Background: an optimization exercise with open tools, aiming at small area, a short achievable clock period and few clock cycles per item. Do not read the settings as production practice.
Function was not checked in any run shown here: the RTL went through the layout flow alone.
Power and IR drop assume default switching activity.

$ cat flow/config.mk
export PLATFORM = sky130hd
export DESIGN_NAME = guide_offtarget_hamming_scan_unit
export DESIGN_NICKNAME = guide_offtarget_hamming_scan_unit
export VERILOG_FILES = /design/flow/design.v
export SDC_FILE = /design/flow/constraint.sdc
export NUM_CORES = 4
export LEC_CHECK = 0
export CAP_MARGIN = 20
export CORE_MARGIN = 2
export CORE_UTILIZATION = 30
export SLEW_MARGIN = 20
$ cat flow/constraint.sdc
create_clock -name core_clock -period 6.0 [get_ports {i_clk}]
set_input_delay 1.2000 -clock core_clock [delete_from_list [all_inputs] [get_ports {i_clk}]]
set_output_delay 1.2000 -clock core_clock [all_outputs]
set_load 0.01 [all_outputs]
$ cat flow/design.v
package gohs_pkg;
    localparam int WORD_W        = 63;   
    localparam int LEN_W         = 5;
    localparam int MAX_BASES     = 31;
    localparam int LIST_W        = 16;
    localparam int ID_W          = 32;
    localparam int MM_W          = 3;
    localparam int BIN_W         = 4;    
    localparam int MMC_W         = 6;    
    localparam int CFG_IDX_W     = 2;
    localparam int CLASS_Q_DEPTH = 4;
    localparam int OUT_Q_DEPTH   = 4;
    localparam int CLASS_W       = 1 + BIN_W + 1;                
    localparam int REC_W         = 1 + ID_W + MM_W + ID_W + 1 + 1;  
    typedef enum logic [CFG_IDX_W-1:0] {
        CFG_QUERY      = 2'd0,
        CFG_LEN        = 2'd1,
        CFG_MAX_LISTED = 2'd2
    } t_cfg_index;
    typedef enum logic {
        ST_RUN  = 1'b0,
        ST_HIST = 1'b1
    } t_back_state;
    typedef struct packed {
        logic             hit;
        logic [BIN_W-1:0] bin;
        logic             last;
    } t_class_item;
    typedef struct packed {
        logic            kind;
        logic [ID_W-1:0] entry_id;
        logic [MM_W-1:0] mismatches;
        logic [ID_W-1:0] bin_count;
        logic            list_complete;
        logic            last;
    } t_record;
endpackage
import gohs_pkg::*;
module guide_offtarget_hamming_scan_unit
#(
    parameter int HIT_MM_MAX  = 4,
    parameter int COUNT_WIDTH = 16
) (
    input  logic                 i_clk,
    input  logic                 i_rst_n,
    input  logic                 push,
    output logic                 full,
    input  logic [WORD_W-1:0]    i_entry_word,
    input  logic                 i_last_entry,
    output logic                 empty,
    input  logic                 pop,
    output logic                 o_kind,
    output logic [ID_W-1:0]      o_entry_id,
    output logic [MM_W-1:0]      o_mismatches,
    output logic [ID_W-1:0]      o_bin_count,
    output logic                 o_list_complete,
    output logic                 o_last,
    input  logic                 i_cfg_valid,
    output logic                 o_cfg_ready,
    input  logic [CFG_IDX_W-1:0] i_cfg_index,
    input  logic [WORD_W-1:0]    i_cfg_data
);
    localparam int CW    = COUNT_WIDTH;
    localparam int NB    = HIT_MM_MAX + 1;    
    localparam int DEPTH = 3;                 
    logic [WORD_W-1:0] r_query;
    logic [LEN_W-1:0]  r_len;
    logic [LIST_W-1:0] r_limit;
    logic [61:0]       r_rc;         
    logic              r_rdy;        
    logic [LEN_W-1:0]  r_k;          
    logic w_wr_q, w_wr_len, w_wr_lim, w_rebuild, w_rc_step;
    assign w_wr_q    = i_cfg_valid && r_rdy && (i_cfg_index == 2'd0);
    assign w_wr_len  = i_cfg_valid && r_rdy && (i_cfg_index == 2'd1);
    assign w_wr_lim  = i_cfg_valid && r_rdy && (i_cfg_index == 2'd2);
    assign w_rebuild = w_wr_q || w_wr_len;
    assign w_rc_step = !r_rdy && (r_k != r_len);
    assign o_cfg_ready = r_rdy;
    always_ff @(posedge i_clk) begin
        if (!i_rst_n) begin
            r_query <= '0;
            r_len   <= LEN_W'(20);
            r_limit <= LIST_W'(2000);
        end else begin
            if (w_wr_q)   r_query <= i_cfg_data;
            if (w_wr_len) r_len   <= i_cfg_data[LEN_W-1:0];
            if (w_wr_lim) r_limit <= i_cfg_data[LIST_W-1:0];
        end
    end
    always_ff @(posedge i_clk) begin
        if (!i_rst_n || w_rebuild) begin
            r_rdy <= 1'b0;
            r_k   <= '0;
        end else if (!r_rdy) begin
            if (r_k == r_len) begin
                r_rdy <= 1'b1;
            end else begin
                r_k <= r_k + LEN_W'(1);
            end
        end
    end
    always_ff @(posedge i_clk) begin
        if (w_rc_step) begin
            r_rc <= {r_rc[59:0], ~r_query[2*r_k +: 2]};
        end
    end
    logic [31:0] w_flag;      
    logic [30:0] w_low;       
    logic [62:0] w_dq;
    logic [61:0] w_dr;
    logic        w_opp;
    logic [31:0] w_mm;
    always_comb begin
        for (int p = 0; p < 32; p++) w_flag[p] = (r_len == LEN_W'(p));
        for (int p = 0; p < 31; p++) w_low[p]  = (r_len >  LEN_W'(p));
        w_dq  = r_query ^ i_entry_word;
        w_dr  = r_rc ^ i_entry_word[61:0];
        w_opp = 1'b0;
        for (int p = 0; p < 32; p++) w_opp = w_opp | (w_flag[p] & w_dq[2*p]);
        for (int p = 0; p < 31; p++) begin
            w_mm[p] = (w_opp && w_low[p]) ? (w_dr[2*p] | w_dr[2*p+1])
                                          : ((w_dq[2*p] & !w_flag[p]) | w_dq[2*p+1]);
        end
        w_mm[31] = w_dq[62] & !w_flag[31];
    end
    logic        r_full;
    logic        r_v1;
    logic        r_last1;
    logic [31:0] r_mm;
    logic        w_acc;
    assign full  = r_full;
    assign w_acc = push && !r_full;
    always_ff @(posedge i_clk) begin
        r_mm    <= w_mm;
        r_last1 <= i_last_entry;
    end
    logic [5:0] w_cnt;
    logic       w_c_hit;
    logic [2:0] w_c_bin;
    always_comb begin
        w_cnt = '0;
        for (int p = 0; p < 32; p++) w_cnt = w_cnt + 6'(r_mm[p]);
        w_c_hit = (w_cnt <= 6'(HIT_MM_MAX));
        w_c_bin = w_cnt[2:0];
    end
    logic [DEPTH-1:0] r_q_hit;
    logic [2:0]       r_q_bin [DEPTH];
    logic [DEPTH-1:0] r_q_last;
    logic [1:0]       r_q_cnt;
    logic             w_rd;
    logic [1:0]       w_cnt_rd;
    logic [1:0]       w_cnt_nx;
    assign w_cnt_rd = r_q_cnt - 2'(w_rd);
    assign w_cnt_nx = w_cnt_rd + 2'(r_v1);
    always_ff @(posedge i_clk) begin
        for (int i = 0; i < DEPTH; i++) begin
            if (r_v1 && w_cnt_rd == 2'(i)) begin
                r_q_hit[i]  <= w_c_hit;
                r_q_bin[i]  <= w_c_bin;
                r_q_last[i] <= r_last1;
            end else if (w_rd && i < DEPTH-1) begin
                r_q_hit[i]  <= r_q_hit[i+1];
                r_q_bin[i]  <= r_q_bin[i+1];
                r_q_last[i] <= r_q_last[i+1];
            end
        end
    end
    always_ff @(posedge i_clk) begin
        if (!i_rst_n) begin
            r_v1    <= 1'b0;
            r_q_cnt <= '0;
            r_full  <= 1'b1;
        end else begin
            r_v1    <= w_acc;
            r_q_cnt <= w_cnt_nx;
            r_full  <= w_rebuild || (!r_rdy && w_rc_step)
                    || ({1'b0, w_cnt_nx} + 3'(w_acc) >= 3'(DEPTH));
        end
    end
    logic          r_dump;
    logic [2:0]    r_s;
    logic          r_complete;
    logic [CW-1:0] r_id;         
    logic [CW-1:0] r_allow;      
    logic [CW-1:0] r_bin [NB];
    logic          r_empty;
    logic          w_out_free;
    logic          h_valid, h_hit, h_last;
    logic [2:0]    h_bin;
    logic          w_ge1, w_ge2;
    logic          w_proc;
    logic          w_hit_beat;
    logic [2:0]    w_sel;
    logic [CW-1:0] w_bsel;
    logic [CW-1:0] w_binc;
    logic          w_emit_h;
    assign h_valid    = (r_q_cnt != 2'd0);
    assign h_hit      = r_q_hit[0];
    assign h_bin      = r_q_bin[0];
    assign h_last     = r_q_last[0];
    assign w_out_free = r_empty || pop;
    assign w_ge1      = (r_allow != '0);
    assign w_ge2      = (r_allow[CW-1:1] != '0);
    always_comb begin
        if (r_dump) w_proc = h_valid && !h_hit && !h_last;
        else        w_proc = h_valid && (!h_hit || w_out_free);
    end
    assign w_rd       = w_proc;
    assign w_hit_beat = !r_dump && w_proc && h_hit && w_ge2;
    assign w_emit_h   = r_dump && w_out_free;
    assign w_sel  = r_dump ? r_s : h_bin;
    always_comb begin
        w_bsel = r_bin[0];
        for (int b = 1; b < NB; b++) if (w_sel == 3'(b)) w_bsel = r_bin[b];
        w_binc = (&w_bsel) ? w_bsel : w_bsel + CW'(1);
    end
    always_ff @(posedge i_clk) begin
        if (!i_rst_n) begin
            r_dump     <= 1'b0;
            r_s        <= '0;
            r_complete <= 1'b0;
            r_id       <= CW'(1);
            r_allow    <= CW'(2000);
            for (int b = 0; b < NB; b++) r_bin[b] <= '0;
        end else begin
            if (w_wr_lim) r_allow <= CW'(i_cfg_data[LIST_W-1:0]);
            if (w_proc) begin
                r_id <= h_last && !r_dump ? CW'(1) : r_id + CW'(1);
            end
            if (!r_dump && w_proc) begin
                if (h_last) begin
                    r_allow    <= CW'(r_limit);
                    r_complete <= h_hit ? w_ge2 : w_ge1;
                    r_dump     <= 1'b1;
                    r_s        <= '0;
                end else if (h_hit && w_ge1) begin
                    r_allow <= r_allow - CW'(1);
                end
                if (h_hit) begin
                    for (int b = 0; b < NB; b++) if (h_bin == 3'(b)) r_bin[b] <= w_binc;
                end
            end
            if (w_emit_h) begin
                for (int b = 0; b < NB; b++) if (r_s == 3'(b)) r_bin[b] <= '0;
                r_s <= r_s + 3'd1;
                if (r_s == 3'(HIT_MM_MAX)) r_dump <= 1'b0;
            end
        end
    end
    logic [CW-1:0] r_o_id;
    logic [CW-1:0] r_o_cnt;
    logic          r_o_kind, r_o_cpl, r_o_last;
    logic [2:0]    r_o_mm;
    always_ff @(posedge i_clk) begin
        if (!i_rst_n) begin
            r_empty <= 1'b1;
        end else if (w_out_free) begin
            r_empty <= !(w_hit_beat || w_emit_h);
        end
    end
    always_ff @(posedge i_clk) begin
        if (w_out_free) begin
            r_o_kind <= r_dump;
            r_o_id   <= r_dump ? '0 : r_id;
            r_o_mm   <= r_dump ? r_s : h_bin;
            r_o_cnt  <= r_dump ? w_bsel : '0;
            r_o_cpl  <= r_dump && r_complete;
            r_o_last <= r_dump && (r_s == 3'(HIT_MM_MAX));
        end
    end
    assign empty           = r_empty;
    assign o_kind          = r_o_kind;
    assign o_entry_id      = {{(ID_W-CW){1'b0}}, r_o_id};
    assign o_mismatches    = r_o_mm;
    assign o_bin_count     = {{(ID_W-CW){1'b0}}, r_o_cnt};
    assign o_list_complete = r_o_cpl;
    assign o_last          = r_o_last;
endmodule
$ cat flow/run.sh
#!/bin/bash
# synth_recipe.tcl (not shown) runs the flow's synth.tcl, then flattens the netlist and writes it again
# the make line also repeats each setting of config.mk as NAME=value (left out here)
make -C /OpenROAD-flow-scripts/flow DESIGN_CONFIG=/design/flow/config.mk WORK_HOME=/design/flow/orfs CLKGATE_MAP_FILE= SYNTH_SCRIPT=/design/flow/synth_recipe.tcl finish
==> flow_summary.ini, run 1 <==
[outcome]
status = no timing/DRC/antenna violations

[clock_network]
clk_pin_slew_worst_paths_ns = 0.06
cts_setup_buffers = 0
cts_max_path_buffers = 3
clk_latency_ns = 0.59
numCtsBuffers = 41
cts_sinks = 360
cts_tree = yes
cts_root_buf = clkbuf_16
cts-resized-gates = 0
cts_hold_buf = 0
cts_max_level = 2

[layout]
drive_gt1_frac = 0.0949
nets = 2296
utilization = 0.373
fill_cells = 6016
area_delta_synth_final_pct = 22.3
fin_cells = 2934
fin_area_um2 = 22600
final_common_cell = nand2_1
final_cell_mix = 312 x nand2_1, 244 x dfxtp_1, 173 x clkdlybuf4s50_1

[setup_path]
cp-end-kind = flop
critPathKind = reg2reg
path_max_fanout = 4
start_kind = flop
cp.required_ns = 6.32
worstPathArrival_ns = 5.62

[power_and_ir_drop]
p_switching_mw = 3.08
power_frac_comb = 0.352
sw_frac_of_total = 0.359
ir_drop_v = 0.000268
p_clk_frac = 0.300
power.total_mw = 8.58
p_leak_nw = 8.14
seqPwrFrac = 0.348
intPower_mw = 5.50
powerDensity_nw_per_um2 = 380

[yosys]
synth-xor-area-share = 0.0731
syn_avg_cell_area_um2 = 9.56
async_reset_ff_frac = 0
synthTopCellsByArea = dfxtp_1 27%, edfxtp_1 19%, nand2_1 6.3%
synth.cell_area_um2 = 18500
synth.area.mux_share = 0.0488
synth_edf_count = 115
synthAdderAreaFrac = 0.0410
ys_ff_latch = 360
yosys.area_share.simple = 0.179
syn_inst = 1930
ys_seq_area_frac = 0.453
synth_top_area_frac = 0.266
synth-compound-area-share = 0.156
synth.distinct_cells = 88
synth_top_family_by_area = simple AND/OR/NAND/NOR gates
yosysWarnings = 5
yosysTopAreaCell = dfxtp_1
synth_ff_type = dfxtp_1

[placed_design]
numPortBuffers = 174
post-place-ws_ns = 0.689
hpwl_um = 41400
place.gp.congestion = 0.964
placed_area_um2 = 21200
dp.cells = 2855

[floorplanning]
die_w_um = 252
die_height_um = 252
die-area_um2 = 63500
start_util = 0.305
rows = 90
core_um2 = 60600
pin_count = 207

[drt]
drt-total-wl_um = 56600
firstDrtPassIters = 5
vias = 15200
antenna_left = 0
drt_iter0_drc = 1097
routed_via_density = 5.19
wl_per_cell_um = 19.3
drcViolationCount = 0

[min_path]
hold_class = reg2reg

[timing]
worst_slew_pin_slew_ns = 1.03
final.min_clock_period_ns = 5.30
fin_tns_setup_ns = 0
slew_headroom = 0.311
drv_slew = 0
setup_violations = 0
setup_ws_ns = 0.701
fin_hold_ws_ns = 0.451
final_hold_viol_count = 0
fin_crit_sh = 0.883
rsz0062_at_grt = false
skew_ns = 0.0390
fmax_mhz = 189

[grt]
grt_pass1_wl_um = 87000
grt_pass1_vias = 14900
gr-total-overflow = 0
grtUsageTotal = 0.175
antenna_found_initial = 7
grt_max_degree = 103

[flow_run]
timing.max_cap.violations = 0
==> final cells by class <==
cell class / instances / area [um2] / area share
Antenna cell: 3 / 7.51 / 0.000333
Clock buffer: 56 / 1150 / 0.0512
Clock inverter: 20 / 235 / 0.0104
Inverter: 70 / 263 / 0.0116
Multi-Input combinational cell: 1404 / 9350 / 0.414
Sequential cell: 360 / 8360 / 0.370
Tap cell: 782 / 978 / 0.0434
Timing Repair Buffer: 239 / 2230 / 0.0987
==> synthesized netlist by cell type, types with 6 or more instances <==
cell type,count
nor2_1,105
mux2_2,10
or2_2,8
inv_1,68
a21oi_1,81
a21boi_0,76
o21a_1,6
o211ai_1,27
buf_2,8
nor2b_1,25
and3_1,30
ha_1,22
nor4_1,10
edfxtp_1,115
or3_1,12
o31ai_1,6
a32o_1,11
xor2_1,85
nand3_1,78
o22ai_1,10
nor3_1,35
clkbuf_1,75
nand4_1,11
a211oi_1,8
buf_4,36
dfxtp_1,245
o21ai_0,79
xnor2_1,69
fa_1,24
a22oi_1,17
nand2_1,312
o32a_1,8
a31oi_1,15
nand2b_1,7
mux4_2,20
mux2i_1,28
and2_1,34
==> logic make-up (layout without fill, tap and decap cells) <==
group	count (synthesis)	count (layout)
AO/OA/AOI/OAI	409	409
XOR/XNOR	154	154
adder cells (fa/ha/maj)	46	46
buffers and inverters	197	385
flip-flops	360	360
multiplexers	61	61
other	1	35
AND/OR/NAND/NOR	702	702
==> final timing paths <==
kind | depth (start not counted) | start | to | slack [ns]
worst min-delay path | 0 | r_rc[20] | r_rc[22] | 0.45
worst min register to register | 0 | r_rc[20] | r_rc[22] | 0.45
worst max-delay path | 17 | r_mm[17] | r_q_hit[0] | 0.70
worst max register to register | 17 | r_mm[17] | r_q_hit[0] | 0.70
==> flip-flops by register name (all words and copies together) (netlist names), 3 cells and up <==
signal    count
r_bin        80
r_s           3
r_query      63
r_allow      16
r_o_cnt      16
r_q_last      3
r_mm         32
r_limit      16
r_o_mm        3
r_o_id       16
r_q_bin       9
r_rc         62
r_k           5
r_q_hit       3
r_id         16
r_len         5
==> routing by layer <==
layer  routed length, um  part of all wire  vias to the layer above  GRT usage
li1                    -                 -                     7132          -
met1               25000              0.44                     7383      0.233
met2               26000              0.46                      613      0.290
met3                4210             0.074                       93     0.0305
met4                1370             0.024                        4     0.0546
met5                  27           0.00048                        -          0
==> power by group through the flow <==
stage,combinational (mW),clock (mW),sequential (mW)
6_report,3.02,2.57,2.99
5_1_grt,3.33,2.71,3.02
4_1_cts,3.01,2.63,2.99
3_5_place_dp,3.00,0,3.04
3_3_place_gp,2.93,0,3.04
2_1_floorplan,1.90,0,2.98
==> worst max-delay path, stage by stage (launching register included) <==
cell and delay (ns):
dfxtp_1 0.32, fa_1 0.56, inv_1 0.07, fa_1 0.50, inv_1 0.06, fa_1 0.48, inv_1 0.05, fa_1 0.46
fa_1 0.55, fa_1 0.42, inv_1 0.07, ha_1 0.16, inv_1 0.05, fa_1 0.40, xnor2_1 0.28, o21ai_0 0.13
and3_1 0.20, mux2_2 0.27
==> run 2: changes to the inputs <==
--- a/flow/config.mk
+++ b/flow/config.mk
@@ -5,7 +5,9 @@
 export SDC_FILE = /design/flow/constraint.sdc
 export NUM_CORES = 4
 export LEC_CHECK = 0
+export ABC_CLOCK_PERIOD_IN_PS = 2500
 export CAP_MARGIN = 20
 export CORE_MARGIN = 2
 export CORE_UTILIZATION = 30
+export SETUP_SLACK_MARGIN = 3.5
 export SLEW_MARGIN = 20
==> flow_summary.ini, run 2 <==
[grt]
grt_max_degree = 110
antenna_found_initial = 3
gr-total-overflow = 0
grt_pass1_wl_um = 91700
grtUsageTotal = 0.185
grt_pass1_vias = 16000

[power_and_ir_drop]
ir_drop_v = 0.000376
powerDensity_nw_per_um2 = 389
p_leak_nw = 9.83

[yosys]
syn_avg_cell_area_um2 = 9.56
yosysTopAreaCell = dfxtp_1
syn_inst = 1930
ys_seq_area_frac = 0.453
yosysMostFrequentCell = nand2_1
synth.distinct_cells = 88
synth_ff_type = dfxtp_1
synthTopCellsByArea = dfxtp_1 27%, edfxtp_1 19%, nand2_1 6.3%
synth.cell_area_um2 = 18500
synth_top_area_frac = 0.266
yosysWarnings = 5
synth_edf_count = 115
yosys-top-cells-count = 312 x nand2_1, 245 x dfxtp_1, 115 x edfxtp_1
async_reset_ff_frac = 0
ys_ff_latch = 360

[clock_network]
clk_pin_slew_worst_paths_ns = 0.06
clk_latency_ns = 0.58
cts_max_path_buffers = 3
cts_hold_buf = 0
cts_sinks = 360
cts_max_level = 2
cts_root_buf = clkbuf_16
numCtsBuffers = 41
cts_tree = yes

[timing]
fin_crit_sh = 0.812
worst_slew_pin_slew_ns = 0.987
final.min_clock_period_ns = 4.87
drv_slew = 0
fin_tns_setup_ns = 0
slew_headroom = 0.335
final_hold_viol_count = 0
setup_violations = 0
rsz0062_at_grt = true
skew_ns = 0.0243
fmax_mhz = 205

[floorplanning]
die-area_um2 = 63500
die_height_um = 252
die_w_um = 252
start_util = 0.305
pin_count = 207
core_um2 = 60600
rows = 90

[drt]
vias = 16700
wl_per_cell_um = 20.5
drcViolationCount = 0
drt_iter0_drc = 1568
firstDrtPassIters = 5
drt-total-wl_um = 63300
antenna_left = 0
routed_via_density = 5.38

[layout]
largest_reg_flops = 80
fill_cells = 5538
nets = 2457
area_delta_synth_final_pct = 43.1
final_cell_mix = 301 x nand2_1, 235 x dfxtp_1, 130 x buf_4
largest-register = r_bin
drive_gt1_frac = 0.287
final_common_cell = nand2_1
utilization = 0.436
top_regs = r_bin: 80 flops, r_query: 63 flops, r_rc: 62 flops

[placed_design]
place.gp.congestion = 0.927
numPortBuffers = 174
hpwl_um = 40300

[outcome]
status = no timing/DRC/antenna violations

[setup_path]
critPathKind = reg2reg
path_max_fanout = 3
cp.required_ns = 6.31
path_cells = fa_1 -> inv_2 -> fa_1 -> inv_1 -> fa_1 -> inv_1 -> fa_1 -> fa_1 -> fa_1 -> inv_2 -> ha_4 -> inv_2 -> fa_2 -> xnor2_2 -> o21ai_2 -> and3_4 -> mux2_2
cp_top_family = adder cells
crit_top_cell = fa_1
cp-end-kind = flop
worstPathArrival_ns = 5.18
critPathMaxStageDelay_ns = 0.54
start_kind = flop
crit_slowest_cell = fa_1
path_buf_inv = 5

[flow_run]
timing.max_cap.violations = 0

[min_path]
hold_class = reg2reg
## run 2: cell counts after synthesis
No cell type changed its count.
## run 2: final timing paths
| path | from | end | slack [ns] | depth (start not counted) |
|---|---|---|---|---|
| max | r_mm[17] | r_q_hit[0] | 1.13 | 17 |
| min reg2reg | r_bin[3][10] | r_bin[3][10] | 0.46 | 2 |
| max reg2reg | r_mm[17] | r_q_hit[0] | 1.13 | 17 |
| min | r_bin[3][10] | r_bin[3][10] | 0.46 | 2 |
## run 2: layer usage
layer / wire [um] / track usage / vias to the layer above
li1: - / - / 7469
met1: 24900 / 0.236 / 8068
met2: 29800 / 0.302 / 899
met5: 17 / 0 / -
met4: 2670 / 0.0756 / 2
met3: 5830 / 0.0406 / 223
## run 2: area by class of cell
cell class | instances | area (um2) | share of cell area
clock buffers | 56 | 1090 | 0.0414
clock inverters | 20 | 229 | 0.00867
repair buffers | 398 | 3990 | 0.151
well taps | 782 | 978 | 0.0371
inverters | 70 | 272 | 0.0103
multi-input cells | 1406 | 11400 | 0.434
flip-flops and latches | 360 | 8390 | 0.318
diodes | 2 | 5.00 | 0.000190
## run 2: worst min-delay path, delay by kind of cell, from the launching register on
family	cells	cell delay, ns
AND/OR/NAND/NOR	1	0.05
flip-flops	1	0.31
AO/OA/AOI/OAI	1	0.05
## run 2: per-stage QoR
stage	hold WS, ns	instances	setup WS, ns	power [mW]	area [um2]
after floorplan	0.421	1961	1.25	5.38	19500
after global placement	0.440	2819	1.14	6.25	21600
after detailed placement	0.448	2819	1.05	6.36	21600
after CTS	0.456	3028	1.08	9.73	25200
after global routing	0.475	3094	0.965	10.7	26400
final	0.459	3094	1.13	10.3	26400
## run 2: where the power goes
part,switching (mW),leakage (nW),internal (mW)
sequential,0.163,3.07,2.79
combinational,2.57,6.11,2.24
clock,1.04,0.647,1.46
total,3.77,9.83,6.49
## run 2: repair_timing
item,CTS,global route
endpoints found under the setup margin,314,233
pin swaps,130,98
endpoints found under the hold margin,0,0
gates cloned,5,2
setup buffers,128,62
resized for setup,349,162
## run 2: cells by family (layout without fill, tap and decap cells)
group | count (synthesis) | in the layout | share of synthesized area
flip-flops | 360 | 360 | 0.453
XOR/XNOR | 154 | 154 | 0.0731
AND/OR/NAND/NOR | 702 | 703 | 0.179
other | 1 | 34 | 0.000203
AO/OA/AOI/OAI | 409 | 410 | 0.156
adder cells (fa/ha/maj) | 46 | 46 | 0.0410
buffers and inverters | 197 | 544 | 0.0488
multiplexers | 61 | 61 | 0.0488
==> run 3: changes to the inputs <==
--- a/flow/design.v
+++ b/flow/design.v
@@ -134,17 +134,42 @@
         r_mm    <= w_mm;
         r_last1 <= i_last_entry;
     end
-    logic [5:0] w_cnt;
+    function automatic logic [4:0] th_merge(input logic [4:0] a, input logic [4:0] b);
+        logic [5:0] x, y;
+        logic [4:0] t;
+        x = {a, 1'b1};
+        y = {b, 1'b1};
+        for (int k = 1; k <= 5; k++) begin
+            t[k-1] = 1'b0;
+            for (int i = 0; i <= k; i++) t[k-1] = t[k-1] | (x[i] & y[k-i]);
+        end
+        th_merge = t;
+    endfunction
+    logic [4:0] w_t4 [8];
+    logic [4:0] w_t8 [4];
+    logic [4:0] w_t16 [2];
+    logic [4:0] w_t32;
     logic       w_c_hit;
-    logic [2:0] w_c_bin;
+    logic [4:0] w_c_oh;
     always_comb begin
-        w_cnt = '0;
-        for (int p = 0; p < 32; p++) w_cnt = w_cnt + 6'(r_mm[p]);
-        w_c_hit = (w_cnt <= 6'(HIT_MM_MAX));
-        w_c_bin = w_cnt[2:0];
+        for (int g = 0; g < 8; g++) begin
+            logic a, b, c, d;
+            a = r_mm[4*g]; b = r_mm[4*g+1]; c = r_mm[4*g+2]; d = r_mm[4*g+3];
+            w_t4[g][0] = a | b | c | d;
+            w_t4[g][1] = (a & b) | (c & d) | ((a | b) & (c | d));
+            w_t4[g][2] = (a & b & (c | d)) | (c & d & (a | b));
+            w_t4[g][3] = a & b & c & d;
+            w_t4[g][4] = 1'b0;
+        end
+        for (int g = 0; g < 4; g++) w_t8[g]  = th_merge(w_t4[2*g], w_t4[2*g+1]);
+        for (int g = 0; g < 2; g++) w_t16[g] = th_merge(w_t8[2*g], w_t8[2*g+1]);
+        w_t32   = th_merge(w_t16[0], w_t16[1]);
+        w_c_hit = !w_t32[4];
+        w_c_oh  = {w_t32[3] & !w_t32[4], w_t32[2] & !w_t32[3], w_t32[1] & !w_t32[2],
+                   w_t32[0] & !w_t32[1], !w_t32[0]};
     end
     logic [DEPTH-1:0] r_q_hit;
-    logic [2:0]       r_q_bin [DEPTH];
+    logic [4:0]       r_q_oh [DEPTH];
     logic [DEPTH-1:0] r_q_last;
     logic [1:0]       r_q_cnt;
     logic             w_rd;
@@ -156,11 +181,11 @@
         for (int i = 0; i < DEPTH; i++) begin
             if (r_v1 && w_cnt_rd == 2'(i)) begin
                 r_q_hit[i]  <= w_c_hit;
-                r_q_bin[i]  <= w_c_bin;
+                r_q_oh[i]   <= w_c_oh;
                 r_q_last[i] <= r_last1;
             end else if (w_rd && i < DEPTH-1) begin
                 r_q_hit[i]  <= r_q_hit[i+1];
-                r_q_bin[i]  <= r_q_bin[i+1];
+                r_q_oh[i]   <= r_q_oh[i+1];
                 r_q_last[i] <= r_q_last[i+1];
             end
         end
@@ -178,7 +203,6 @@
         end
     end
     logic          r_dump;
-    logic [2:0]    r_s;
     logic          r_complete;
     logic [CW-1:0] r_id;         
     logic [CW-1:0] r_allow;      
@@ -186,17 +210,20 @@
     logic          r_empty;
     logic          w_out_free;
     logic          h_valid, h_hit, h_last;
+    logic [4:0]    h_oh;
     logic [2:0]    h_bin;
+    logic [4:0]    r_s_oh;
     logic          w_ge1, w_ge2;
     logic          w_proc;
     logic          w_hit_beat;
-    logic [2:0]    w_sel;
+    logic [4:0]    w_sel;
     logic [CW-1:0] w_bsel;
     logic [CW-1:0] w_binc;
     logic          w_emit_h;
     assign h_valid    = (r_q_cnt != 2'd0);
     assign h_hit      = r_q_hit[0];
-    assign h_bin      = r_q_bin[0];
+    assign h_oh       = r_q_oh[0];
+    assign h_bin      = {h_oh[4], h_oh[3] | h_oh[2], h_oh[3] | h_oh[1]};
     assign h_last     = r_q_last[0];
     assign w_out_free = r_empty || pop;
     assign w_ge1      = (r_allow != '0);
@@ -208,16 +235,16 @@
     assign w_rd       = w_proc;
     assign w_hit_beat = !r_dump && w_proc && h_hit && w_ge2;
     assign w_emit_h   = r_dump && w_out_free;
-    assign w_sel  = r_dump ? r_s : h_bin;
+    assign w_sel  = r_dump ? r_s_oh : h_oh;
     always_comb begin
-        w_bsel = r_bin[0];
-        for (int b = 1; b < NB; b++) if (w_sel == 3'(b)) w_bsel = r_bin[b];
+        w_bsel = '0;
+        for (int b = 0; b < NB; b++) w_bsel = w_bsel | (r_bin[b] & {CW{w_sel[b]}});
         w_binc = (&w_bsel) ? w_bsel : w_bsel + CW'(1);
     end
     always_ff @(posedge i_clk) begin
         if (!i_rst_n) begin
             r_dump     <= 1'b0;
-            r_s        <= '0;
+            r_s_oh     <= 5'b00001;
             r_complete <= 1'b0;
             r_id       <= CW'(1);
             r_allow    <= CW'(2000);
@@ -232,18 +259,18 @@
                     r_allow    <= CW'(r_limit);
                     r_complete <= h_hit ? w_ge2 : w_ge1;
                     r_dump     <= 1'b1;
-                    r_s        <= '0;
+                            r_s_oh     <= 5'b00001;
                 end else if (h_hit && w_ge1) begin
                     r_allow <= r_allow - CW'(1);
                 end
                 if (h_hit) begin
-                    for (int b = 0; b < NB; b++) if (h_bin == 3'(b)) r_bin[b] <= w_binc;
+                    for (int b = 0; b < NB; b++) if (h_oh[b]) r_bin[b] <= w_binc;
                 end
             end
             if (w_emit_h) begin
-                for (int b = 0; b < NB; b++) if (r_s == 3'(b)) r_bin[b] <= '0;
-                r_s <= r_s + 3'd1;
-                if (r_s == 3'(HIT_MM_MAX)) r_dump <= 1'b0;
+                for (int b = 0; b < NB; b++) if (r_s_oh[b]) r_bin[b] <= '0;
+                r_s_oh <= {r_s_oh[3:0], 1'b0};
+                if (r_s_oh[HIT_MM_MAX]) r_dump <= 1'b0;
             end
         end
     end
@@ -262,10 +289,10 @@
         if (w_out_free) begin
             r_o_kind <= r_dump;
             r_o_id   <= r_dump ? '0 : r_id;
-            r_o_mm   <= r_dump ? r_s : h_bin;
+            r_o_mm   <= r_dump ? {r_s_oh[4], r_s_oh[3] | r_s_oh[2], r_s_oh[3] | r_s_oh[1]} : h_bin;
             r_o_cnt  <= r_dump ? w_bsel : '0;
             r_o_cpl  <= r_dump && r_complete;
-            r_o_last <= r_dump && (r_s == 3'(HIT_MM_MAX));
+            r_o_last <= r_dump && r_s_oh[HIT_MM_MAX];
         end
     end
     assign empty           = r_empty;
--- a/flow/config.mk
+++ b/flow/config.mk
@@ -5,7 +5,6 @@
 export SDC_FILE = /design/flow/constraint.sdc
 export NUM_CORES = 4
 export LEC_CHECK = 0
-export ABC_CLOCK_PERIOD_IN_PS = 2500
 export CAP_MARGIN = 20
 export CORE_MARGIN = 2
 export CORE_UTILIZATION = 30
==> flow_summary.ini, run 3 <==
[power_and_ir_drop]
p_leak_nw = 9.13
power.total_mw = 7.67
ir_drop_v = 0.000223
powerDensity_nw_per_um2 = 301

[layout]
nets = 2436
drive_gt1_frac = 0.266
largest_reg_flops = 80
fin_cells = 3162
top_regs = r_bin: 80 flops, r_query: 63 flops, r_rc: 62 flops
final_common_cell = nand2_1
final_cell_mix = 309 x nand2_1, 224 x dfxtp_1, 135 x buf_4
largest-register = r_bin
antenna_cells = 0
area_delta_synth_final_pct = 36.3

[floorplanning]
rows = 91
pin_count = 207
die-area_um2 = 64400
die_height_um = 254
die_w_um = 254
start_util = 0.303
core_um2 = 61700

[yosys]
yosysMostFrequentCell = nand2_1
synth_top_area_frac = 0.264
syn_inst = 1998
async_reset_ff_frac = 0
synthTopCellsByArea = dfxtp_1 26%, edfxtp_1 19%, nand2_1 6.8%
ys_ff_latch = 368
synth.distinct_cells = 104
yosysWarnings = 8
synth.cell_area_um2 = 18700
synth_edf_count = 121
yosys-top-cells-count = 337 x nand2_1, 247 x dfxtp_1, 121 x edfxtp_1
syn_avg_cell_area_um2 = 9.37
ys_seq_area_frac = 0.458
synth_ff_type = dfxtp_1
yosysTopAreaCell = dfxtp_1

[drt]
drt_iter0_drc = 1624
routed_via_density = 5.30
drcViolationCount = 0
antenna_left = 0
firstDrtPassIters = 9
drt-total-wl_um = 60800
vias = 16800
wl_per_cell_um = 19.2

[setup_path]
critPathKind = reg2reg
cp.required_ns = 6.46
cp-end-kind = flop
path_max_fanout = 8
worstPathArrival_ns = 3.23
path_buf_inv = 2
path_cells = mux2_4 -> buf_6 -> a222oi_1 -> nand2_2 -> and4_4 -> buf_6 -> and4_4 -> mux2_4 -> nand2_2 -> a21oi_2
crit_slowest_cell = a222oi_1
critPathMaxStageDelay_ns = 0.47
start_kind = flop
cp_top_family = multiplexers

[flow_run]
timing.max_cap.violations = 0

[timing]
skew_ns = 0.0403
final_hold_viol_count = 0
fin_hold_ws_ns = 0.461
fin_crit_sh = 0.463
worst_slew_pin_slew_ns = 0.931
fmax_mhz = 360
setup_violations = 0
rsz0062_at_grt = true
fin_tns_setup_ns = 0
drv_slew = 0
final.min_clock_period_ns = 2.78
slew_headroom = 0.377

[grt]
grtUsageTotal = 0.178
grt_max_degree = 76
grt_pass1_vias = 16300
antenna_found_initial = 1
gr-total-overflow = 0
grt_pass1_wl_um = 90900

[clock_network]
cts_hold_buf = 0
clk_latency_ns = 0.58
cts_max_path_buffers = 3
cts_tree = yes
cts_sinks = 368
cts_root_buf = clkbuf_16
numCtsBuffers = 41
clk_pin_slew_worst_paths_ns = 0.06
cts_max_level = 2

[min_path]
hold_class = reg2reg

[placed_design]
hpwl_um = 40200
numPortBuffers = 174
place.gp.congestion = 0.924
dp.cells = 2917

[outcome]
status = no timing/DRC/antenna violations
==> run 3: worst paths after layout <==
| kind | from | to | slack, ns | cells past startpoint |
|---|---|---|---|---|
| min | r_bin[2][7] | r_bin[2][7] | 0.46 | 2 |
| min reg2reg | r_bin[2][7] | r_bin[2][7] | 0.46 | 2 |
| max reg2reg | r_dump | r_bin[3][12] | 3.22 | 10 |
| max | r_dump | r_bin[3][12] | 3.22 | 10 |
==> run 3: routing by layer <==
| layer | routed length, um | vias to the layer above | track usage |
|---|---|---|---|
| met3 | 4020 | 160 | 0.0285 |
| met2 | 29500 | 709 | 0.301 |
| met1 | 25300 | 8144 | 0.228 |
| met4 | 2040 | 0 | 0.0661 |
| li1 | - | 7750 | - |
| met5 | 0 | - | 0 |
==> run 3: area by class of cell <==
cell class | instances | area [um2]
sequential | 368 | 8620
fill | 5977 | 36200
tap | 837 | 1050
timing repair buffer | 351 | 3180
clock buffer | 55 | 1130
clock inverter | 21 | 180
inverter | 20 | 86.3
multi-input combinational | 1510 | 11300
==> run 3: cell families (layout without fill, tap and decap cells) <==
family,count (synthesis),after routing,share of synthesized area
flip-flops,368,368,0.458
buffers and inverters,159,447,0.0413
XOR/XNOR,170,170,0.0795
AND/OR/NAND/NOR,748,754,0.189
multiplexers,54,54,0.0445
other,1,32,0.000200
adder cells (fa/ha/maj),16,16,0.0102
AO/OA/AOI/OAI,482,484,0.177
==> run 3: report_power, final <==
part	switching (mW)	leakage [nW]	internal, mW
combinational	1.34	5.35	0.928
clock	1.06	0.649	1.38
sequential	0.171	3.13	2.79
==> run 3: worst register-to-register path: stages, from the launching register on <==
cell and delay [ns]:
dfxtp_4 0.42, mux2_4 0.36, buf_6 0.15, a222oi_1 0.47
nand2_2 0.19, and4_4 0.28, buf_6 0.13, and4_4 0.16
mux2_4 0.35, nand2_2 0.08, a21oi_2 0.06
==> run 3: through the flow <==
| step | cell area [um2] | worst slack [ns] | util |
|---|---|---|---|
| after floorplan | 19400 | 3.01 | - |
| after global placement | 21500 | 2.17 | 0.348 |
| after detailed placement | 21500 | 2.09 | 0.348 |
| after CTS | 24500 | 3.24 | 0.396 |
| after global routing | 25500 | 3.13 | 0.414 |
| final | 25500 | 3.22 | 0.414 |
==> run 3: repair_timing <==
action                     in CTS  in global routing
cloned                          8                  1
pin swaps                      94                 97
gates resized for setup       318                184
buffers inserted              115                 45
setup endpoints to repair     345                249
==> run 4: changes to the inputs <==
--- a/flow/config.mk
+++ b/flow/config.mk
@@ -8,5 +8,4 @@
 export CAP_MARGIN = 20
 export CORE_MARGIN = 2
 export CORE_UTILIZATION = 30
-export SETUP_SLACK_MARGIN = 3.5
 export SLEW_MARGIN = 20
==> flow_summary.ini, run 4 <==
[setup_path]
startpoint = pop
worstReg2RegEnd = r_bin[2][0]
cp.required_ns = 6.22
reg2reg_from = r_dump
rrSetupSlack_ns = 2.26
critPathKind = in2reg
start_kind = input port
worstPathArrival_ns = 4.38
r2r_cells = 11
path_max_fanout = 17
cp-end-kind = flop

[timing]
final.min_clock_period_ns = 4.16
skew_ns = 0.0192
final_hold_viol_count = 0
fin_crit_sh = 0.694
worst_slew_pin_slew_ns = 1.06
drv_slew = 0
setup_ws_ns = 1.84
fin_tns_setup_ns = 0
slew_headroom = 0.292
rsz0062_at_grt = false
setup_violations = 0
fmax_mhz = 240

[power_and_ir_drop]
intPower_mw = 4.89
p_switching_mw = 2.23
p_leak_nw = 7.76
sw_frac_of_total = 0.313
powerDensity_nw_per_um2 = 317
ir_drop_v = 0.000225
p_clk_frac = 0.360
seqPwrFrac = 0.419
power_frac_comb = 0.220

[floorplanning]
start_util = 0.303
core_um2 = 61700
die_w_um = 254
rows = 91
die-area_um2 = 64400
pin_count = 207
die_height_um = 254

[yosys]
synth.cell_area_um2 = 18700
ys_seq_area_frac = 0.458
synth_top_family_by_area = simple AND/OR/NAND/NOR gates
synthTopCellsByArea = dfxtp_1 26%, edfxtp_1 19%, nand2_1 6.8%
yosysTopAreaCell = dfxtp_1
yosysWarnings = 8
syn_avg_cell_area_um2 = 9.37
ys_ff_latch = 368
yosys.area_share.simple = 0.189
async_reset_ff_frac = 0
synth.area.mux_share = 0.0445
synth_edf_count = 121
synthAdderAreaFrac = 0.0102
synth-xor-area-share = 0.0795
synth-compound-area-share = 0.177
synth_top_area_frac = 0.264
yosysMostFrequentCell = nand2_1
syn_inst = 1998
yosys-top-cells-count = 337 x nand2_1, 247 x dfxtp_1, 121 x edfxtp_1
synth.distinct_cells = 104
synth_ff_type = dfxtp_1

[clock_network]
cts_setup_buffers = 0
clk_pin_slew_worst_paths_ns = 0.06
cts_max_level = 2
cts_hold_buf = 0
cts_root_buf = clkbuf_16
clk_latency_ns = 0.57
cts_sinks = 368
numCtsBuffers = 42
cts_tree = yes
cts_max_path_buffers = 3
cts-resized-gates = 0

[grt]
grtUsageTotal = 0.170
grt_pass1_wl_um = 86600
antenna_found_initial = 3
gr-total-overflow = 0
grt_max_degree = 75
grt_pass1_vias = 15100

[drt]
drt-total-wl_um = 56200
routed_via_density = 5.22
antenna_left = 0
wl_per_cell_um = 18.7
firstDrtPassIters = 6
drcViolationCount = 0
vias = 15700
drt_iter0_drc = 1289

[placed_design]
post-place-ws_ns = 1.33
dp.cells = 2920
placed_area_um2 = 21100
place.gp.congestion = 0.876
hpwl_um = 40100
numPortBuffers = 174

[layout]
fin_area_um2 = 22500
top_regs = r_bin: 80 flops, r_query: 63 flops, r_rc: 62 flops
drive_gt1_frac = 0.0791
nets = 2272
final_common_cell = nand2_1
area_delta_synth_final_pct = 20.2
largest-register = r_bin
final_cell_mix = 337 x nand2_1, 247 x dfxtp_1, 173 x clkdlybuf4s50_1
largest_reg_flops = 80
fin_cells = 3001

[flow_run]
timing.max_cap.violations = 0

[min_path]
hold_depth = 2
min-delay-start = r_bin[2][6]
hold_class = reg2reg
hold_path_end = r_bin[2][6]

[outcome]
status = no timing/DRC/antenna violations
-- run 4: cell types whose count changed in the layout (fill, tap and decap cells not counted), moves of 28 or more --
cell	delta
nand2_1	+28
o21ai_0	+44
buf_4	-115
buf_6	-38
clkdlybuf4s50_1	+77
dlygate4sd2_1	-41
a21oi_1	+30
-- run 4: stage by stage --
| stage | hold slack [ns] | util | total power [mW] |
|---|---|---|---|
| 2_1_floorplan | 0.422 | - | 3.98 |
| 3_3_place_gp | 0.439 | 0.342 | 4.53 |
| 3_5_place_dp | 0.447 | 0.342 | 4.58 |
| 4_1_cts | 0.454 | 0.364 | 7.16 |
| 5_1_grt | 0.470 | 0.365 | 7.43 |
| 6_report | 0.454 | 0.365 | 7.12 |
-- run 4: cells by family (layout without fill, tap and decap cells) --
family                     after synthesis  count (layout)
and+or+nand+nor                        748             748
DFF                                    368             368
adders and majority gates               16              16
muxes                                   54              54
other                                    1              35
AOI/OAI and AO/OA                      482             482
xor gates and xnor gates               170             170
buffers and inverters                  159             291
-- run 4: worst max-delay path by stage --
stage                        end  depth (start not counted)
floorplan                 r_k[3]                          7
global placement    r_q_oh[1][1]                         11
detailed placement  r_q_oh[1][0]                         11
CTS                 r_q_oh[1][3]                         11
global route          r_q_hit[0]                         11
finish              r_q_oh[1][2]                         11
-- run 4: area by class of cell --
type | instances | area, um2
Antenna cell | 3 | 7.51
Clock buffer | 66 | 1280
Clock inverter | 11 | 97.6
Fill cell | 6257 | 39200
Inverter | 20 | 75.1
Multi-Input combinational cell | 1502 | 9520
Sequential cell | 368 | 8580
Tap cell | 837 | 1050
Timing Repair Buffer | 194 | 1890
-- run 4: routing by layer --
layer / track usage / routed length [um] / share of wire / vias up
met2: 0.267 / 25400 / 0.45 / 634
met3: 0.0289 / 4160 / 0.074 / 91
met5: 0 / 0 / 0 / -
met4: 0.0533 / 1320 / 0.023 / 0
met1: 0.238 / 25400 / 0.45 / 7523
li1: - / - / - / 7420
-- run 4: power groups by stage --
stage               logic (mW)  registers (mW)  clock network [mW]
detailed placement        1.54            3.04                   0
floorplan                0.981            2.99                   0
finish                    1.57            2.99                2.56
CTS                       1.55            2.98                2.62
global route              1.70            3.01                2.71
global placement          1.50            3.03                   0
-- run 4: worst max-delay path, stage by stage --
cell             delay [ns]
clkdlybuf4s50_1        0.41
nor2_1                 0.39
a21o_1                 0.22
nor2_1                 0.05
buf_4                  0.21
nor2_1                 0.33
inv_2                  0.15
ha_1                   0.23
xnor2_1                0.34
nand3_1                0.42
nand2_1                0.42
==> run 5: changes to the inputs <==
--- a/flow/design.v
+++ b/flow/design.v
@@ -62,13 +62,15 @@
 );
     localparam int CW    = COUNT_WIDTH;
     localparam int NB    = HIT_MM_MAX + 1;    
-    localparam int DEPTH = 3;                 
+    localparam int DEPTH = 4;                 
     logic [WORD_W-1:0] r_query;
     logic [LEN_W-1:0]  r_len;
     logic [LIST_W-1:0] r_limit;
     logic [61:0]       r_rc;         
     logic              r_rdy;        
     logic [LEN_W-1:0]  r_k;          
+    logic              r_qf;         
+    logic [1:0]        w_qpair;
     logic w_wr_q, w_wr_len, w_wr_lim, w_rebuild, w_rc_step;
     assign w_wr_q    = i_cfg_valid && r_rdy && (i_cfg_index == 2'd0);
     assign w_wr_len  = i_cfg_valid && r_rdy && (i_cfg_index == 2'd1);
@@ -99,9 +101,13 @@
             end
         end
     end
+    assign w_qpair = {1'b0, r_query} >> {r_k, 1'b0};
     always_ff @(posedge i_clk) begin
         if (w_rc_step) begin
-            r_rc <= {r_rc[59:0], ~r_query[2*r_k +: 2]};
+            r_rc <= {r_rc[59:0], ~w_qpair};
+        end
+        if (!r_rdy && !w_rc_step) begin
+            r_qf <= w_qpair[0];
         end
     end
     logic [31:0] w_flag;      
@@ -116,7 +122,8 @@
         w_dq  = r_query ^ i_entry_word;
         w_dr  = r_rc ^ i_entry_word[61:0];
         w_opp = 1'b0;
-        for (int p = 0; p < 32; p++) w_opp = w_opp | (w_flag[p] & w_dq[2*p]);
+        for (int p = 0; p < 32; p++) w_opp = w_opp | (w_flag[p] & i_entry_word[2*p]);
+        w_opp = w_opp ^ r_qf;
         for (int p = 0; p < 31; p++) begin
             w_mm[p] = (w_opp && w_low[p]) ? (w_dr[2*p] | w_dr[2*p+1])
                                           : ((w_dq[2*p] & !w_flag[p]) | w_dq[2*p+1]);
@@ -168,21 +175,30 @@
         w_c_oh  = {w_t32[3] & !w_t32[4], w_t32[2] & !w_t32[3], w_t32[1] & !w_t32[2],
                    w_t32[0] & !w_t32[1], !w_t32[0]};
     end
+    logic       r_v2, r_c_hit, r_c_last;
+    logic [4:0] r_c_oh;
+    always_ff @(posedge i_clk) begin
+        r_c_hit  <= w_c_hit;
+        r_c_oh   <= w_c_oh;
+        r_c_last <= r_last1;
+    end
     logic [DEPTH-1:0] r_q_hit;
     logic [4:0]       r_q_oh [DEPTH];
     logic [DEPTH-1:0] r_q_last;
-    logic [1:0]       r_q_cnt;
+    logic [2:0]       r_q_cnt;
     logic             w_rd;
-    logic [1:0]       w_cnt_rd;
-    logic [1:0]       w_cnt_nx;
-    assign w_cnt_rd = r_q_cnt - 2'(w_rd);
-    assign w_cnt_nx = w_cnt_rd + 2'(r_v1);
+    logic [2:0]       w_cnt_rd;
+    logic [2:0]       w_cnt_nx;
+    logic [4:0]       w_head_oh_nx;
+    assign w_cnt_rd = r_q_cnt - 3'(w_rd);
+    assign w_cnt_nx = w_cnt_rd + 3'(r_v2);
+    assign w_head_oh_nx = (w_cnt_rd == 3'd0) ? r_c_oh : (w_rd ? r_q_oh[1] : r_q_oh[0]);
     always_ff @(posedge i_clk) begin
         for (int i = 0; i < DEPTH; i++) begin
-            if (r_v1 && w_cnt_rd == 2'(i)) begin
-                r_q_hit[i]  <= w_c_hit;
-                r_q_oh[i]   <= w_c_oh;
-                r_q_last[i] <= r_last1;
+            if (r_v2 && w_cnt_rd == 3'(i)) begin
+                r_q_hit[i]  <= r_c_hit;
+                r_q_oh[i]   <= r_c_oh;
+                r_q_last[i] <= r_c_last;
             end else if (w_rd && i < DEPTH-1) begin
                 r_q_hit[i]  <= r_q_hit[i+1];
                 r_q_oh[i]   <= r_q_oh[i+1];
@@ -193,13 +209,15 @@
     always_ff @(posedge i_clk) begin
         if (!i_rst_n) begin
             r_v1    <= 1'b0;
+            r_v2    <= 1'b0;
             r_q_cnt <= '0;
             r_full  <= 1'b1;
         end else begin
             r_v1    <= w_acc;
+            r_v2    <= r_v1;
             r_q_cnt <= w_cnt_nx;
             r_full  <= w_rebuild || (!r_rdy && w_rc_step)
-                    || ({1'b0, w_cnt_nx} + 3'(w_acc) >= 3'(DEPTH));
+                    || ({1'b0, w_cnt_nx} + 4'(r_v1) + 4'(w_acc) >= 4'(DEPTH));
         end
     end
     logic          r_dump;
@@ -216,7 +234,7 @@
     logic          w_ge1, w_ge2;
     logic          w_proc;
     logic          w_hit_beat;
-    logic [4:0]    w_sel;
+    logic [4:0]    r_sel;       
     logic [CW-1:0] w_bsel;
     logic [CW-1:0] w_binc;
     logic          w_emit_h;
@@ -235,16 +253,36 @@
     assign w_rd       = w_proc;
     assign w_hit_beat = !r_dump && w_proc && h_hit && w_ge2;
     assign w_emit_h   = r_dump && w_out_free;
-    assign w_sel  = r_dump ? r_s_oh : h_oh;
     always_comb begin
         w_bsel = '0;
-        for (int b = 0; b < NB; b++) w_bsel = w_bsel | (r_bin[b] & {CW{w_sel[b]}});
+        for (int b = 0; b < NB; b++) w_bsel = w_bsel | (r_bin[b] & {CW{r_sel[b]}});
         w_binc = (&w_bsel) ? w_bsel : w_bsel + CW'(1);
     end
+    logic       w_dump_nx;
+    logic [4:0] w_s_oh_nx;
+    always_comb begin
+        w_dump_nx = r_dump;
+        w_s_oh_nx = r_s_oh;
+        if (!r_dump && w_proc && h_last) begin
+            w_dump_nx = 1'b1;
+            w_s_oh_nx = 5'b00001;
+        end
+        if (w_emit_h) begin
+            w_s_oh_nx = {r_s_oh[3:0], 1'b0};
+            if (r_s_oh[HIT_MM_MAX]) w_dump_nx = 1'b0;
+        end
+    end
+    always_ff @(posedge i_clk) begin
+        if (!i_rst_n) begin
+            r_sel  <= '0;
+        end else begin
+            r_sel  <= w_dump_nx ? w_s_oh_nx : w_head_oh_nx;
+        end
+        r_dump <= i_rst_n && w_dump_nx;
+        r_s_oh <= w_s_oh_nx;
+    end
     always_ff @(posedge i_clk) begin
         if (!i_rst_n) begin
-            r_dump     <= 1'b0;
-            r_s_oh     <= 5'b00001;
             r_complete <= 1'b0;
             r_id       <= CW'(1);
             r_allow    <= CW'(2000);
@@ -258,8 +296,6 @@
                 if (h_last) begin
                     r_allow    <= CW'(r_limit);
                     r_complete <= h_hit ? w_ge2 : w_ge1;
-                    r_dump     <= 1'b1;
-                            r_s_oh     <= 5'b00001;
                 end else if (h_hit && w_ge1) begin
                     r_allow <= r_allow - CW'(1);
                 end
@@ -269,8 +305,6 @@
             end
             if (w_emit_h) begin
                 for (int b = 0; b < NB; b++) if (r_s_oh[b]) r_bin[b] <= '0;
-                r_s_oh <= {r_s_oh[3:0], 1'b0};
-                if (r_s_oh[HIT_MM_MAX]) r_dump <= 1'b0;
             end
         end
     end
--- a/flow/config.mk
+++ b/flow/config.mk
@@ -8,4 +8,5 @@
 export CAP_MARGIN = 20
 export CORE_MARGIN = 2
 export CORE_UTILIZATION = 30
+export SETUP_SLACK_MARGIN = 3.5
 export SLEW_MARGIN = 20
==> flow_summary.ini, run 5 <==
[timing]
skew_ns = 0.0198
setup_violations = 0
fin_crit_sh = 0.504
rsz0062_at_grt = true
final_hold_viol_count = 0
worst_slew_pin_slew_ns = 0.823
slew_headroom = 0.450
drv_slew = 0
fmax_mhz = 330
fin_tns_setup_ns = 0
final.min_clock_period_ns = 3.03
setup_ws_ns = 2.97
fin_hold_ws_ns = 0.329

[layout]
antenna_cells = 0
area_delta_synth_final_pct = 32.3
fin_cells = 3201
fin_area_um2 = 25500
fill_cells = 6187
largest_reg_flops = 80
drive_gt1_frac = 0.200
top_regs = r_bin: 80 flops, r_query: 63 flops, r_rc: 62 flops
utilization = 0.402
largest-register = r_bin
final_common_cell = nand2_1
nets = 2464
final_cell_mix = 365 x nand2_1, 249 x dfxtp_1, 124 x edfxtp_1

[clock_network]
cts_hold_buf = 0
clk_pin_slew_worst_paths_ns = 0.06
cts_tree = yes
cts_max_level = 2
cts_max_path_buffers = 3
cts_root_buf = clkbuf_16
clk_latency_ns = 0.59
numCtsBuffers = 44
cts_sinks = 390

[setup_path]
critPathKind = in2reg
cp.required_ns = 6.47
rrSetupSlack_ns = 3.02
start_kind = input port
cp-end-kind = flop
worstPathArrival_ns = 3.50
reg2reg_from = r_len[4]
path_max_fanout = 7
r2r_cells = 12
worstReg2RegEnd = r_mm[18]

[flow_run]
timing.max_cap.violations = 0

[power_and_ir_drop]
powerDensity_nw_per_um2 = 328
power.total_mw = 8.36
p_leak_nw = 9.22
ir_drop_v = 0.000227

[yosys]
synth_ff_type = dfxtp_1
ys_ff_latch = 390
yosysTopAreaCell = dfxtp_1
syn_inst = 2065
synthTopCellsByArea = dfxtp_1 28%, edfxtp_1 19%, nand2_1 7.5%
syn_avg_cell_area_um2 = 9.32
synth.cell_area_um2 = 19200
ys_seq_area_frac = 0.470
yosysMostFrequentCell = nand2_1
yosys-top-cells-count = 386 x nand2_1, 266 x dfxtp_1, 125 x nor2_1
synth_edf_count = 124
synth.distinct_cells = 93
async_reset_ff_frac = 0
yosysWarnings = 8
synth_top_area_frac = 0.277

[min_path]
min-delay-start = r_last1
hold_path_end = r_c_last
hold_depth = 0
hold_class = reg2reg

[grt]
grt_max_degree = 79
antenna_found_initial = 5
gr-total-overflow = 0
grt_pass1_vias = 16000
grtUsageTotal = 0.184
grt_pass1_wl_um = 95000

[floorplanning]
die-area_um2 = 66200
rows = 92
core_um2 = 63300
die_height_um = 257
start_util = 0.304
die_w_um = 257
pin_count = 207

[placed_design]
numPortBuffers = 174
placed_area_um2 = 21900
place.gp.congestion = 0.893
post-place-ws_ns = 1.72
dp.cells = 2996
hpwl_um = 43400

[drt]
firstDrtPassIters = 7
vias = 16900
drcViolationCount = 0
drt-total-wl_um = 64200
drt_iter0_drc = 1403
routed_via_density = 5.27
wl_per_cell_um = 20.0
antenna_left = 0

[outcome]
status = no timing/DRC/antenna violations
[run 5: worst max path at each step]
stage	from	end	slack, ns	cells after the start
floorplan	pop	r_q_hit[1]	2.62	10
global placement	pop	r_q_hit[0]	1.80	13
detailed placement	pop	r_q_last[0]	1.72	13
CTS	i_entry_word[60]	r_mm[17]	3.09	11
global route	i_entry_word[60]	r_mm[18]	2.91	12
finish	i_entry_word[60]	r_mm[18]	2.97	12
[run 5: critical path, cell delays in order]
cell and delay, ns:
buf_8 0.10, and4b_1 0.18, a31o_2 0.22, a221o_1 0.33, a2111oi_4 0.39, buf_4 0.19
nand3_4 0.07, nor2b_4 0.16, buf_6 0.13, buf_12 0.14, a311oi_4 0.31, nor3_2 0.07
[run 5: what timing repair did]
| item | CTS | global route |
|---|---|---|
| setup buffers | 50 | 63 |
| endpoints found under the hold margin | 0 | 0 |
| pin swaps | 45 | 64 |
| setup endpoints to repair | 354 | 255 |
| resized for setup | 266 | 131 |
| gates cloned | 10 | 1 |
[run 5: cells by family after synthesis]
| logic type | Yosys count | synth area share |
|---|---|---|
| simple gates | 790 | 0.192 |
| compound gates | 470 | 0.164 |
| flops | 390 | 0.470 |
| buf+inv | 168 | 0.0411 |
| xor+xnor | 156 | 0.0710 |
| mux | 72 | 0.0512 |
| fa+ha+maj | 18 | 0.0107 |
| other cells | 1 | 0.000195 |
[run 5: area by class of cell]
| type | instances | area (um2) | area share |
|---|---|---|---|
| Clock inverter | 17 | 189 | 0.00742 |
| Sequential cell | 390 | 9090 | 0.357 |
| Tap cell | 846 | 1060 | 0.0416 |
| Inverter | 25 | 114 | 0.00447 |
| Multi-Input combinational cell | 1544 | 10700 | 0.422 |
| Clock buffer | 64 | 1260 | 0.0494 |
| Timing Repair Buffer | 315 | 3010 | 0.118 |
[run 5: where the power goes]
| group | internal (mW) | total (mW) | leakage (nW) | switching [mW] |
|---|---|---|---|---|
| Sequential | 3.04 | 3.28 | 3.31 | 0.243 |
| Clock | 1.59 | 2.73 | 0.713 | 1.14 |
| Combinational | 1.01 | 2.35 | 5.19 | 1.34 |
| Total | 5.64 | 8.36 | 9.22 | 2.72 |
[run 5: layer usage]
metal / vias to the layer above / wire [um] / GRT usage
met5: - / 41 / 0
met3: 139 / 4540 / 0.0285
met1: 8181 / 27900 / 0.249
li1: 7836 / - / -
met2: 705 / 29300 / 0.296
met4: 6 / 2320 / 0.0671
==> run 6: changes to the inputs <==
--- a/flow/config.mk
+++ b/flow/config.mk
@@ -5,6 +5,7 @@
 export SDC_FILE = /design/flow/constraint.sdc
 export NUM_CORES = 4
 export LEC_CHECK = 0
+export ABC_AREA = 1
 export CAP_MARGIN = 20
 export CORE_MARGIN = 2
 export CORE_UTILIZATION = 30
==> flow_summary.ini, run 6 <==
[outcome]
status = no timing/DRC/antenna violations

[layout]
drive_gt1_frac = 0.0908
largest_reg_flops = 80
fin_area_um2 = 25200
final_cell_mix = 640 x nand2_1, 476 x nor2_1, 255 x dfxtp_1
top_regs = r_bin: 80 flops, r_query: 63 flops, r_rc: 62 flops
largest-register = r_bin
final_common_cell = nand2_1
fill_cells = 6865
nets = 3092
area_delta_synth_final_pct = 25.6

[yosys]
synth-xor-area-share = 0.0590
synth-compound-area-share = 0.116
synth.area.mux_share = 0.00150
synth.distinct_cells = 47
ys_ff_latch = 390
yosys.area_share.simple = 0.279
syn_inst = 2744
yosysTopAreaCell = dfxtp_1
yosysMostFrequentCell = nand2_1
synth_top_family_by_area = simple AND/OR/NAND/NOR gates
synth_top_area_frac = 0.266
yosys-top-cells-count = 666 x nand2_1, 489 x nor2_1, 266 x dfxtp_1
synth_ff_type = dfxtp_1
synthTopCellsByArea = dfxtp_1 27%, edfxtp_1 19%, nand2_1 12%
synthAdderAreaFrac = 0.00625
synth_edf_count = 124
yosysWarnings = 8
ys_seq_area_frac = 0.452
syn_avg_cell_area_um2 = 7.30
async_reset_ff_frac = 0
synth.cell_area_um2 = 20000

[setup_path]
path_cells = buf_6 -> nor2_4 -> nand2_1 -> nand2_1 -> nor2_2 -> inv_2 -> nand2_8 -> ha_4 -> ha_4 -> xnor2_4 -> buf_4 -> buf_6 -> nand3_4 -> nand2_4
crit_slowest_cell = xnor2_4
worstPathArrival_ns = 2.87
critPathMaxStageDelay_ns = 0.20
cp-end-kind = flop
critPathKind = in2reg
cp.required_ns = 6.26
path_max_fanout = 8
start_kind = input port

[timing]
slew_headroom = 0.354
drv_slew = 0
skew_ns = 0.0321
final_hold_viol_count = 0
worst_slew_pin_slew_ns = 0.969
final.min_clock_period_ns = 2.62
fmax_mhz = 382
fin_crit_sh = 0.436
fin_hold_ws_ns = 0.387
setup_violations = 0
rsz0062_at_grt = true
fin_tns_setup_ns = 0

[drt]
firstDrtPassIters = 5
drt_iter0_drc = 1501
antenna_left = 0
vias = 18500
wl_per_cell_um = 16.2
drcViolationCount = 0
drt-total-wl_um = 62400
routed_via_density = 4.81

[floorplanning]
pin_count = 207
start_util = 0.304
die-area_um2 = 68900
core_um2 = 66000
die_height_um = 262
rows = 94
die_w_um = 262

[grt]
gr-total-overflow = 0
grt_pass1_vias = 17300
antenna_found_initial = 3
grt_max_degree = 99
grtUsageTotal = 0.175
grt_pass1_wl_um = 96700

[clock_network]
cts_tree = yes
cts_sinks = 390
cts_max_level = 2
cts_hold_buf = 0
clk_latency_ns = 0.58
cts_root_buf = clkbuf_16
numCtsBuffers = 45
cts_max_path_buffers = 3
clk_pin_slew_worst_paths_ns = 0.06

[power_and_ir_drop]
power.total_mw = 9.52
powerDensity_nw_per_um2 = 378
p_leak_nw = 11.4
ir_drop_v = 0.000225

[flow_run]
timing.max_cap.violations = 0

[placed_design]
placed_area_um2 = 22500
numPortBuffers = 174
hpwl_um = 43900
place.gp.congestion = 0.901

[min_path]
hold_class = reg2reg
## run 6: layout make-up
class	count	area (um2)	share of cell area
multi-input combinational	1996	9940	0.395
sequential	390	9080	0.361
timing repair buffer	241	2400	0.0953
clock buffer	63	1300	0.0515
tap	864	1080	0.0430
inverter	269	1040	0.0412
clock inverter	20	292	0.0116
timing repair inverter	5	35.0	0.00139
antenna	3	7.51	0.000298
## run 6: cell families after synthesis
| kind of cell | after synthesis |
|---|---|
| muxes | 3 |
| and+or+nand+nor | 1384 |
| AOI/OAI and AO/OA | 423 |
| xor gates and xnor gates | 135 |
| other | 1 |
| buffers and inverters | 398 |
| adders and majority gates | 10 |
| DFF | 390 |
## run 6: routing by layer
metal / up-vias / GRT usage / share of wire
met5: - / 0 / 0.00021
met4: 2 / 0.0536 / 0.028
met3: 126 / 0.0271 / 0.074
met2: 641 / 0.282 / 0.45
met1: 8497 / 0.242 / 0.45
li1: 9239 / - / -
## run 6: stage by stage
step | cells | setup slack [ns] | utilization
2_1_floorplan | 2775 | 2.82 | -
3_3_place_gp | 3705 | 1.90 | 0.342
3_5_place_dp | 3705 | 1.89 | 0.342
4_1_cts | 3825 | 3.45 | 0.374
5_1_grt | 3848 | 3.32 | 0.381
6_report | 3851 | 3.38 | 0.381
## run 6: critical path: cells and delay by family
| family | cells | cell delay [ns] |
|---|---|---|
| adder cells (fa/ha/maj) | 2 | 0.34 |
| AND/OR/NAND/NOR | 7 | 0.66 |
| XOR/XNOR | 1 | 0.20 |
| buffers and inverters | 4 | 0.45 |
## run 6: worst paths after layout
path / to / startpoint / depth (start not counted) / slack (ns)
worst min-delay path: r_c_last / r_last1 / 0 / 0.39
worst max-delay path: r_q_oh[1][2] / pop / 14 / 3.38
worst max register to register: r_q_oh[1][2] / r_q_last[0] / 10 / 3.52
worst min register to register: r_c_last / r_last1 / 0 / 0.39
## run 6: power by group
part | switching, mW | internal, mW | leakage [nW]
logic | 1.80 | 1.10 | 7.21
registers | 0.356 | 3.31 | 3.43
clock network | 1.15 | 1.81 | 0.777
total | 3.30 | 6.22 | 11.4
## run 6: timing repair
item / CTS / global route
endpoints found under the setup margin: 357 / 292
cloned: 12 / 3
setup buffers: 25 / 20
resized for setup: 128 / 90
pin swaps: 17 / 13
==> run 7: changes to the inputs <==
--- a/flow/config.mk
+++ b/flow/config.mk
@@ -8,6 +8,6 @@
 export ABC_AREA = 1
 export CAP_MARGIN = 20
 export CORE_MARGIN = 2
-export CORE_UTILIZATION = 30
+export CORE_UTILIZATION = 55
 export SETUP_SLACK_MARGIN = 3.5
 export SLEW_MARGIN = 20
==> flow_summary.ini, run 7 <==
[flow_run]
timing.max_cap.violations = 0

[layout]
fill_cells = 3055
final_cell_mix = 630 x nand2_1, 472 x nor2_1, 254 x dfxtp_1
largest-register = r_bin
drive_gt1_frac = 0.101
nets = 3101
fin_cells = 3453
antenna_cells = 0
utilization = 0.693
largest_reg_flops = 80
final_common_cell = nand2_1

[setup_path]
startpoint = pop
worstPathArrival_ns = 2.97
cp.required_ns = 6.32
rrSetupSlack_ns = 3.51
r2r_cells = 14
critPathKind = in2reg
reg2reg_from = r_q_hit[0]

[timing]
skew_ns = 0.0206
drv_slew = 0
worst_slew_pin_slew_ns = 0.852
fin_tns_setup_ns = 0
fmax_mhz = 377
setup_violations = 0
slew_headroom = 0.432

[drt]
vias = 19200
drcViolationCount = 0
antenna_left = 0
wl_per_cell_um = 18.0
drt_iter0_drc = 1587

[min_path]
hold_depth = 0
hold_path_end = r_c_last
min-delay-start = r_last1
hold_class = reg2reg

[yosys]
synth.cell_area_um2 = 20000
synthTopCellsByArea = dfxtp_1 27%, edfxtp_1 19%, nand2_1 12%
syn_avg_cell_area_um2 = 7.30
yosys.area_share.simple = 0.279
yosysWarnings = 8
syn_inst = 2744
synth-xor-area-share = 0.0590
ys_ff_latch = 390
synth_top_area_frac = 0.266
synth_edf_count = 124
synth-compound-area-share = 0.116
synth_top_family_by_area = simple AND/OR/NAND/NOR gates
synth_ff_type = dfxtp_1
ys_seq_area_frac = 0.452
synth.distinct_cells = 47
yosysMostFrequentCell = nand2_1

[placed_design]
hpwl_um = 42000
placed_area_um2 = 22000
post-place-ws_ns = 1.72
numPortBuffers = 174
place.gp.congestion = 0.967
dp.cells = 3298

[grt]
antenna_found_initial = 0
gr-total-overflow = 0
grt_pass1_vias = 18300
grt_pass1_wl_um = 96100

[clock_network]
clk_pin_slew_worst_paths_ns = 0.06
cts_max_path_buffers = 3
cts_max_level = 2
cts_tree = yes
numCtsBuffers = 44
clk_latency_ns = 0.57

[floorplanning]
core_um2 = 35700
die_w_um = 195
start_util = 0.561

[outcome]
status = no timing/DRC/antenna violations

[power_and_ir_drop]
p_leak_nw = 11.5
run 7: changes by cell type in the layout (fill, tap and decap cells not counted), sizes merged:
| cell | before | now |
|---|---|---|
| clkbuf | 64 | 63 |
| inv | 264 | 259 |
| bufbuf | 0 | 1 |
| clkdlybuf4s50 | 100 | 99 |
| clkinv | 12 | 15 |
| clkdlybuf4s15 | 3 | 0 |
| buf | 68 | 79 |
| dlymetal6s2s | 29 | 31 |
| diode | 3 | 0 |
| clkinvlp | 11 | 15 |
| bufinv | 7 | 2 |
| dlygate4sd2 | 40 | 42 |
run 7: worst max-delay path by stage:
stage,end,slack (ns),cells after the start
after floorplan,r_q_hit[2],2.82,13
after global placement,r_q_oh[2][1],1.74,13
after detailed placement,r_q_oh[2][2],1.72,13
after CTS,r_mm[15],3.28,14
after global routing,r_q_oh[2][4],3.29,16
final,r_q_oh[2][1],3.35,16
run 7: power breakdown:
part           switching [mW]  leakage [nW]  internal [mW]
Clock                    1.11         0.732           1.65
Combinational            1.94          7.30           1.26
Sequential              0.377          3.43           3.31
Total                    3.42          11.5           6.22
run 7: per-layer routing:
layer	wire [um]	part of all wire
met4	2930	0.047
met2	30600	0.49
met5	0	0
met3	4290	0.069
met1	24400	0.39
run 7: cell type report:
| cell class | count | area [um2] | area share |
|---|---|---|---|
| multi-input combinational | 1996 | 10000 | 0.405 |
| sequential | 390 | 9090 | 0.367 |
| timing repair buffer | 252 | 2470 | 0.0999 |
| clock buffer | 63 | 1350 | 0.0545 |
| inverter | 269 | 1050 | 0.0425 |
| tap | 461 | 577 | 0.0233 |
| clock inverter | 18 | 156 | 0.00632 |
| timing repair inverter | 4 | 27.5 | 0.00111 |
run 7: stage by stage:
| stage | power (mW) | hold WS (ns) |
|---|---|---|
| floorplan | 5.48 | 0.310 |
| detailed placement | 6.31 | 0.312 |
| CTS | 9.37 | 0.326 |
| finish | 9.64 | 0.325 |
| global placement | 6.23 | 0.311 |
| global route | 10.1 | 0.348 |
run 7: what timing repair did:
| action | 4_1_cts | 5_1_grt |
|---|---|---|
| pin swaps | 23 | 21 |
| hold buffers | 0 | 0 |
| cloned | 13 | 4 |
| buffers inserted | 30 | 27 |
| setup endpoints to repair | 368 | 251 |
| endpoints found under the hold margin | 0 | 0 |
| resized for setup | 151 | 108 |
run 7: worst max-delay path, cell delays in order:
cell     delay (ns)
buf_6          0.09
nor2_4         0.09
nand2_2        0.06
nand2_2        0.09
nor2_4         0.05
buf_8          0.14
inv_8          0.05
nand2_8        0.05
ha_4           0.17
ha_4           0.17
xnor2_4        0.21
buf_6          0.14
nand4_1        0.13
buf_6          0.20
nand2_2        0.06
o21ai_1        0.07
run 7: cells by family after synthesis:
group / Yosys count
mux: 3
simple gates: 1384
compound gates: 423
buf+inv: 398
flops: 390
fa+ha+maj: 10
xor+xnor: 135
other cells: 1

Setup slack of run 7, layout unchanged: 3.345 ns with ideal ports, 3.363 ns with driving cells assumed (clock clkbuf_16, inputs buf_2), 2.743 ns with port delays also shifted by the 0.620 ns mid clock arrival.
